What follows belongs to an exercise in optimizing a design on an open flow for small area and few clock cycles; a production flow would make more cautious choices. Where RTL was checked, it was by simulation tests only, not by an equivalence proof against the original. Power figures rest on the tool's default switching activity, not on a simulated workload.

==> flow/design.v <==
package cedec_pkg;
    typedef enum logic [2:0] {
        KIND_LABEL     = 3'd0,
        KIND_WEIGHT    = 3'd1,
        KIND_TAG       = 3'd2,
        KIND_NS_HEADER = 3'd3,
        KIND_FEATURE   = 3'd4,
        KIND_TRUNCATED = 3'd5,
        KIND_OVERRUN   = 3'd6
    } kind_t;
endpackage
module cached_example_decoder
#(
    parameter int INDEX_BITS         = 32,
    parameter int LENGTH_FIELD_BYTES = 8
)
(
    input  logic        clk,
    input  logic        rst_n,
    input  logic        in_valid,
    output logic        in_ready,
    input  logic [7:0]  data_byte,
    input  logic        stream_end,
    output logic        out_valid,
    input  logic        out_ready,
    output logic [2:0]  kind,
    output logic [7:0]  namespace_id,
    output logic [31:0] feature_index,
    output logic [31:0] value_bits,
    output logic        last_of_example
);
    typedef enum logic [3:0] {
        PH_LABEL   = 4'd0,
        PH_WEIGHT  = 4'd1,
        PH_NSCOUNT = 4'd2,
        PH_TAGLEN  = 4'd3,
        PH_TAG     = 4'd4,
        PH_NSID    = 4'd5,
        PH_NSLEN   = 4'd6,
        PH_FEAT    = 4'd7,
        PH_FVAL    = 4'd8
    } phase_t;
    phase_t      ph_q, ph_d;
    logic [3:0]  cnt_q, cnt_d;         
    logic [31:0] acc_q, acc_d;         
    logic [63:0] nsl_q, nsl_d;         
    logic [63:0] tls_q, tls_d;         
    logic [31:0] idx_q, idx_d;         
    logic [7:0]  ns_q, ns_d;           
    logic        nsclr_q, nsclr_d;     
    logic [1:0]  fl_q, fl_d;           
    logic        act_q, act_d;         
    logic        hb_q, hb_d;           
    logic        ov_q;
    logic [2:0]  ok_q, ok_d;
    logic        olast_q, olast_d;
    logic        oshow_q, oshow_d;
    logic        step;
    logic        rv;                   
    logic [6:0]  d7;
    logic        vdone;
    logic [3:0]  cnt_inc;
    logic [3:0]  cnt_sat;
    logic        hi_zero;              
    logic        tls_one, tls_le4, len_zero;
    logic        nsl_hz, nsl_zero, nsl_new_zero;
    logic        nb;
    logic [7:0]  nsl_lo_dec, hb_dec;
    logic [63:0] tls_step;             
    logic [31:0] contrib;
    logic [31:0] idx_sum;
    logic [1:0]  fl_cur;
    logic        example_done, overrun, end_ns, err, ns_new;
    logic [63:0] vi64;                 
    assign in_ready = !ov_q || out_ready;
    assign step     = in_valid && in_ready;
    always_comb
    begin
        d7       = data_byte[6:0];
        vdone    = !data_byte[7];
        cnt_inc  = cnt_q + 4'd1;
        cnt_sat  = (cnt_q >= 4'd10) ? 4'd10 : cnt_inc;
        hi_zero  = (tls_q[63:8] == 56'd0);
        tls_one  = hi_zero && (tls_q[7:0] == 8'd1);
        tls_le4  = hi_zero && (tls_q[7:0] <= 8'd4);
        len_zero = hi_zero && (data_byte == 8'd0);
        hb_dec      = tls_q[15:8] - {7'd0, hb_q};
        tls_step    = tls_q;
        tls_step[7:0] = tls_q[7:0] - 8'd1;
        act_d       = act_q;
        hb_d        = hb_q;
        if (act_q)
        begin
            tls_step[63:8] = {hb_dec, tls_q[63:16]};
            hb_d           = hb_q && (tls_q[15:8] == 8'd0);
            if (tls_q[7:0] == 8'd249)
                act_d = 1'b0;
        end
        else if (tls_q[7:0] == 8'd0)
        begin
            act_d = 1'b1;
            hb_d  = 1'b1;
        end
        nb           = (cnt_q[2:0] == 3'd0) || fl_q[0];
        nsl_lo_dec   = nsl_q[7:0] - {7'd0, nb};
        nsl_hz       = (nsl_q[63:8] == 56'd0);
        nsl_zero     = nsl_hz && (nsl_q[7:0] == 8'd0);
        nsl_new_zero = nsl_hz && (nsl_lo_dec == 8'd0);
        vi64 = '0;
        for (int i = 0; i < 64; i++)
            if (int'(cnt_q) == i / 7)
                vi64[i] = d7[i % 7];
        contrib = '0;
        for (int i = 0; i < 32; i++)
            if (int'(cnt_q) == (i + 2) / 7)
                contrib[i] = d7[(i + 2) % 7];
        idx_sum = idx_q + contrib;
        fl_cur  = (cnt_q == 4'd0) ? data_byte[1:0] : fl_q;
        ph_d    = ph_q;
        cnt_d   = cnt_q;
        acc_d   = acc_q;
        nsl_d   = nsl_q;
        tls_d   = tls_q;
        idx_d   = idx_q;
        ns_d    = ns_q;
        nsclr_d = nsclr_q;
        fl_d    = fl_q;
        rv           = 1'b0;
        ok_d         = cedec_pkg::KIND_LABEL;
        olast_d      = 1'b0;
        oshow_d      = 1'b0;
        example_done = 1'b0;
        overrun      = 1'b0;
        end_ns       = 1'b0;
        ns_new       = 1'b0;
        case (ph_q)
            PH_LABEL, PH_WEIGHT:
            begin
                acc_d = {data_byte, acc_q[31:8]};
                cnt_d = cnt_inc;
                if (cnt_q[1:0] == 2'd3)
                begin
                    rv    = 1'b1;
                    ok_d  = (ph_q == PH_LABEL) ? cedec_pkg::KIND_LABEL : cedec_pkg::KIND_WEIGHT;
                    cnt_d = '0;
                    ph_d  = (ph_q == PH_LABEL) ? PH_WEIGHT : PH_NSCOUNT;
                end
            end
            PH_NSCOUNT:
            begin
                nsl_d = (cnt_q == 4'd0) ? vi64 : (nsl_q | vi64);
                cnt_d = cnt_sat;
                if (vdone)
                begin
                    cnt_d = '0;
                    ph_d  = PH_TAGLEN;
                end
            end
            PH_TAGLEN:
            begin
                tls_d = (cnt_q == 4'd0) ? vi64 : (tls_q | vi64);
                act_d = 1'b0;
                cnt_d = cnt_sat;
                if (vdone)
                begin
                    cnt_d = '0;
                    if (tls_d != 64'd0)
                        ph_d = PH_TAG;
                    else if (!nsl_zero)
                        ph_d = PH_NSID;
                    else
                        example_done = 1'b1;
                end
            end
            PH_TAG:
            begin
                tls_d   = tls_step;
                acc_d   = {24'd0, data_byte};
                rv      = 1'b1;
                ok_d    = cedec_pkg::KIND_TAG;
                olast_d = tls_one && nsl_zero;
                if (tls_one)
                begin
                    if (!nsl_zero)
                        ph_d = PH_NSID;
                    else
                        example_done = 1'b1;
                end
            end
            PH_NSID:
            begin
                if (cnt_q == 4'd0)
                    acc_d[7:0] = {1'b0, d7};
                else if (cnt_q == 4'd1)
                    acc_d[7] = data_byte[0];
                cnt_d = cnt_sat;
                if (vdone)
                begin
                    ns_d    = acc_d[7:0];
                    nsclr_d = 1'b0;
                    ns_new  = 1'b1;
                    cnt_d   = '0;
                    ph_d    = PH_NSLEN;
                end
            end
            PH_NSLEN:
            begin
                tls_d    = {data_byte, tls_q[63:8]};
                act_d    = 1'b0;
                nsl_d    = {nsl_lo_dec, nsl_q[63:8]};
                fl_d[0]  = nb && (nsl_q[7:0] == 8'd0);
                cnt_d    = cnt_inc;
                if (cnt_q[2:0] == 3'd7)
                begin
                    idx_d   = '0;
                    cnt_d   = '0;
                    rv      = 1'b1;
                    ok_d    = cedec_pkg::KIND_NS_HEADER;
                    oshow_d = 1'b1;
                    olast_d = len_zero && nsl_new_zero;
                    if (len_zero)
                        end_ns = 1'b1;
                    else
                        ph_d = PH_FEAT;
                end
            end
            PH_FEAT:
            begin
                tls_d = tls_step;
                idx_d = idx_sum;
                fl_d  = fl_cur;
                cnt_d = cnt_sat;
                if (vdone)
                begin
                    cnt_d = '0;
                    if (fl_cur[0] || !fl_cur[1])
                    begin
                        rv      = 1'b1;
                        ok_d    = cedec_pkg::KIND_FEATURE;
                        oshow_d = 1'b1;
                        acc_d   = fl_cur[0] ? 32'hBF80_0000 : 32'h3F80_0000;
                        olast_d = tls_one && nsl_zero;
                        if (tls_one)
                            end_ns = 1'b1;
                    end
                    else if (tls_le4)
                        overrun = 1'b1;
                    else
                        ph_d = PH_FVAL;
                end
                else if (tls_one)
                    overrun = 1'b1;
            end
            PH_FVAL:
            begin
                tls_d = tls_step;
                acc_d = {data_byte, acc_q[31:8]};
                cnt_d = cnt_inc;
                if (cnt_q[1:0] == 2'd3)
                begin
                    cnt_d   = '0;
                    rv      = 1'b1;
                    ok_d    = cedec_pkg::KIND_FEATURE;
                    oshow_d = 1'b1;
                    olast_d = tls_one && nsl_zero;
                    if (tls_one)
                        end_ns = 1'b1;
                    else
                        ph_d = PH_FEAT;
                end
            end
            default: ;
        endcase
        if (end_ns)
        begin
            if ((ph_q == PH_NSLEN) ? nsl_new_zero : nsl_zero)
                example_done = 1'b1;
            else
                ph_d = PH_NSID;
        end
        err = overrun || (stream_end && !example_done);
        if (err)
        begin
            rv      = 1'b1;
            ok_d    = overrun ? cedec_pkg::KIND_OVERRUN : cedec_pkg::KIND_TRUNCATED;
            olast_d = 1'b1;
            oshow_d = ns_new || !nsclr_q;
            nsclr_d = 1'b1;
        end
        if (err || example_done)
        begin
            ph_d  = PH_LABEL;
            cnt_d = '0;
        end
    end
    always_ff @(posedge clk or negedge rst_n)
    begin
        if (!rst_n)
        begin
            ph_q    <= PH_LABEL;
            cnt_q   <= '0;
            nsclr_q <= 1'b1;
            ov_q    <= 1'b0;
        end
        else
        begin
            if (step)
            begin
                ph_q    <= ph_d;
                cnt_q   <= cnt_d;
                nsclr_q <= nsclr_d;
            end
            if (step && rv)
                ov_q <= 1'b1;
            else if (out_ready)
                ov_q <= 1'b0;
        end
    end
    always_ff @(posedge clk)
    begin
        if (step)
        begin
            acc_q <= acc_d;
            nsl_q <= nsl_d;
            tls_q <= tls_d;
            idx_q <= idx_d;
            ns_q  <= ns_d;
            fl_q  <= fl_d;
            act_q <= act_d;
            hb_q  <= hb_d;
        end
        if (step && rv)
        begin
            ok_q    <= ok_d;
            olast_q <= olast_d;
            oshow_q <= oshow_d;
        end
    end
    logic is_feat;
    assign is_feat = (ok_q == cedec_pkg::KIND_FEATURE);
    assign out_valid       = ov_q;
    assign kind            = ok_q;
    assign last_of_example = olast_q;
    assign namespace_id    = oshow_q ? ns_q : 8'd0;
    assign feature_index   = is_feat ? idx_q : 32'd0;
    assign value_bits      = (ok_q <= cedec_pkg::KIND_TAG || is_feat) ? acc_q : 32'd0;
endmodule
export LEC_CHECK = 0
export CAP_MARGIN = 20
export CORE_MARGIN = 2
export CORE_UTILIZATION = 40
export SLEW_MARGIN = 20
create_clock -name core_clock -period 9.0 [get_ports {clk}]
run.sh (not shown) runs the stock make flow with config.mk's settings and CLKGATE_MAP_FILE= SYNTH_SCRIPT=/design/flow/synth_recipe.tcl, a recipe that flattens the netlist after the stock synthesis.
The first run finished with timing, DRC and antenna clean.
Testbench counts at the start, summed over its fixed seeds: cycles 28,575.
Then changed:
--- a/flow/design.v
+++ b/flow/design.v
@@ -67,13 +67,14 @@
     logic        nb;
     logic [7:0]  nsl_lo_dec, hb_dec;
     logic [63:0] tls_step;             
     logic [31:0] contrib;
     logic [31:0] idx_sum;
+    logic [5:0]  seg_c;
+    logic        c, ones;
     logic [1:0]  fl_cur;
     logic        example_done, overrun, end_ns, err, ns_new;
-    logic [63:0] vi64;                 
     assign in_ready = !ov_q || out_ready;
     assign step     = in_valid && in_ready;
     always_comb
     begin
         d7       = data_byte[6:0];
@@ -104,19 +105,27 @@
         nb           = (cnt_q[2:0] == 3'd0) || fl_q[0];
         nsl_lo_dec   = nsl_q[7:0] - {7'd0, nb};
         nsl_hz       = (nsl_q[63:8] == 56'd0);
         nsl_zero     = nsl_hz && (nsl_q[7:0] == 8'd0);
         nsl_new_zero = nsl_hz && (nsl_lo_dec == 8'd0);
-        vi64 = '0;
-        for (int i = 0; i < 64; i++)
-            if (int'(cnt_q) == i / 7)
-                vi64[i] = d7[i % 7];
         contrib = '0;
         for (int i = 0; i < 32; i++)
             if (int'(cnt_q) == (i + 2) / 7)
                 contrib[i] = d7[(i + 2) % 7];
-        idx_sum = idx_q + contrib;
+        seg_c[0] = 1'b0;
+        for (int k = 0; k < 5; k++)
+        begin
+            c        = seg_c[k];
+            ones     = 1'b1;
+            for (int i = (k == 0) ? 0 : 7 * k - 2; i <= ((k == 4) ? 31 : 7 * k + 4); i++)
+            begin
+                idx_sum[i] = idx_q[i] ^ contrib[i] ^ c;
+                c          = (idx_q[i] & contrib[i]) | (c & (idx_q[i] ^ contrib[i]));
+                ones       = ones & idx_q[i];
+            end
+            seg_c[k+1] = (int'(cnt_q) == k) ? c : (seg_c[k] & ones);
+        end
         fl_cur  = (cnt_q == 4'd0) ? data_byte[1:0] : fl_q;
         ph_d    = ph_q;
         cnt_d   = cnt_q;
         acc_d   = acc_q;
         nsl_d   = nsl_q;
@@ -134,10 +143,12 @@
         end_ns       = 1'b0;
         ns_new       = 1'b0;
         case (ph_q)
             PH_LABEL, PH_WEIGHT:
             begin
+                if (ph_q == PH_LABEL)
+                    idx_d = '0;
                 acc_d = {data_byte, acc_q[31:8]};
                 cnt_d = cnt_inc;
                 if (cnt_q[1:0] == 2'd3)
                 begin
                     rv    = 1'b1;
@@ -146,27 +157,36 @@
                     ph_d  = (ph_q == PH_LABEL) ? PH_WEIGHT : PH_NSCOUNT;
                 end
             end
             PH_NSCOUNT:
             begin
-                nsl_d = (cnt_q == 4'd0) ? vi64 : (nsl_q | vi64);
+                for (int i = 0; i < 64; i++)
+                    if (int'(cnt_q) == i / 7)
+                        nsl_d[i] = d7[i % 7];
+                    else if (cnt_q == 4'd0)
+                        nsl_d[i] = 1'b0;
                 cnt_d = cnt_sat;
                 if (vdone)
                 begin
                     cnt_d = '0;
                     ph_d  = PH_TAGLEN;
                 end
             end
             PH_TAGLEN:
             begin
-                tls_d = (cnt_q == 4'd0) ? vi64 : (tls_q | vi64);
+                for (int i = 0; i < 64; i++)
+                    if (int'(cnt_q) == i / 7)
+                        tls_d[i] = d7[i % 7];
+                    else if (cnt_q == 4'd0)
+                        tls_d[i] = 1'b0;
                 act_d = 1'b0;
                 cnt_d = cnt_sat;
                 if (vdone)
                 begin
                     cnt_d = '0;
-                    if (tls_d != 64'd0)
+                    if (((cnt_q != 4'd0) && !(hi_zero && (tls_q[7:0] == 8'd0))) ||
+                        ((cnt_q < 4'd10) && (d7 != 7'd0)))
                         ph_d = PH_TAG;
                     else if (!nsl_zero)
                         ph_d = PH_NSID;
                     else
                         example_done = 1'b1;
@@ -204,10 +224,11 @@
                 end
             end
             PH_NSLEN:
             begin
                 tls_d    = {data_byte, tls_q[63:8]};
+                acc_d    = '0;
                 act_d    = 1'b0;
                 nsl_d    = {nsl_lo_dec, nsl_q[63:8]};
                 fl_d[0]  = nb && (nsl_q[7:0] == 8'd0);
                 cnt_d    = cnt_inc;
                 if (cnt_q[2:0] == 3'd7)
@@ -284,10 +305,12 @@
             rv      = 1'b1;
             ok_d    = overrun ? cedec_pkg::KIND_OVERRUN : cedec_pkg::KIND_TRUNCATED;
             olast_d = 1'b1;
             oshow_d = ns_new || !nsclr_q;
             nsclr_d = 1'b1;
+            idx_d   = '0;
+            acc_d   = '0;
         end
         if (err || example_done)
         begin
             ph_d  = PH_LABEL;
             cnt_d = '0;
@@ -334,14 +357,12 @@
             ok_q    <= ok_d;
             olast_q <= olast_d;
             oshow_q <= oshow_d;
         end
     end
-    logic is_feat;
-    assign is_feat = (ok_q == cedec_pkg::KIND_FEATURE);
     assign out_valid       = ov_q;
     assign kind            = ok_q;
     assign last_of_example = olast_q;
     assign namespace_id    = oshow_q ? ns_q : 8'd0;
-    assign feature_index   = is_feat ? idx_q : 32'd0;
-    assign value_bits      = (ok_q <= cedec_pkg::KIND_TAG || is_feat) ? acc_q : 32'd0;
+    assign feature_index   = idx_q;
+    assign value_bits      = acc_q;
 endmodule
Outcome:
- The new run completed and failed the layout checks on negative setup slack
- total power decreases by about 30%
- die area fell by 15%
- worst setup slack got worse by 7.5 ns
- sequential share of layout area is higher by 4.8 points
- non-clock buffer count went up by 34
- wire length decreases by about 20%
- final cell count shrinks by 18%
- via count falls by 25%
- critical path depth climbs by 32
- final area is lower by about 10%
- hold slack got worse by 0.0058 ns
- register-to-register slack is worse by 7.7 ns
- combinational power decreases by 60%
- clock power barely changes
For the second run of this note, only the layout was checked, not whether the RTL still works.

==> what the ideal ports hide <==
How much do the figures lean on ideal ports? The routed layouts below were timed once more, with nothing changed but the port constraints.
Step 1: set_driving_cell puts a clkbuf_16 on clk and a buf_2 on each other input, an assumption about the parent block.
Step 2 adds t to the input delays and takes it off the output delays; t is the mean of the earliest and latest rising clock arrival at the registers after step 1. Input paths then give back, and output paths get back, about the clock's delay inside the block.
Three values: no drivers, after step 1, after step 2; two values: the first two.
| run | shift t [ns] | setup WS [ns] | hold WS [ns] |
|---|---|---|---|
| the first run | 0.603 | 3.323 / 3.345 / 2.742 | 0.471 / 0.471 / 0.471 |
| the second run | 0.566 | -4.157 / -4.154 / -4.720 | 0.465 / 0.465 / 0.465 |
The setup slack of the first run, which loses most, moves by +0.022 ns with the drivers and by -0.581 ns with both steps.
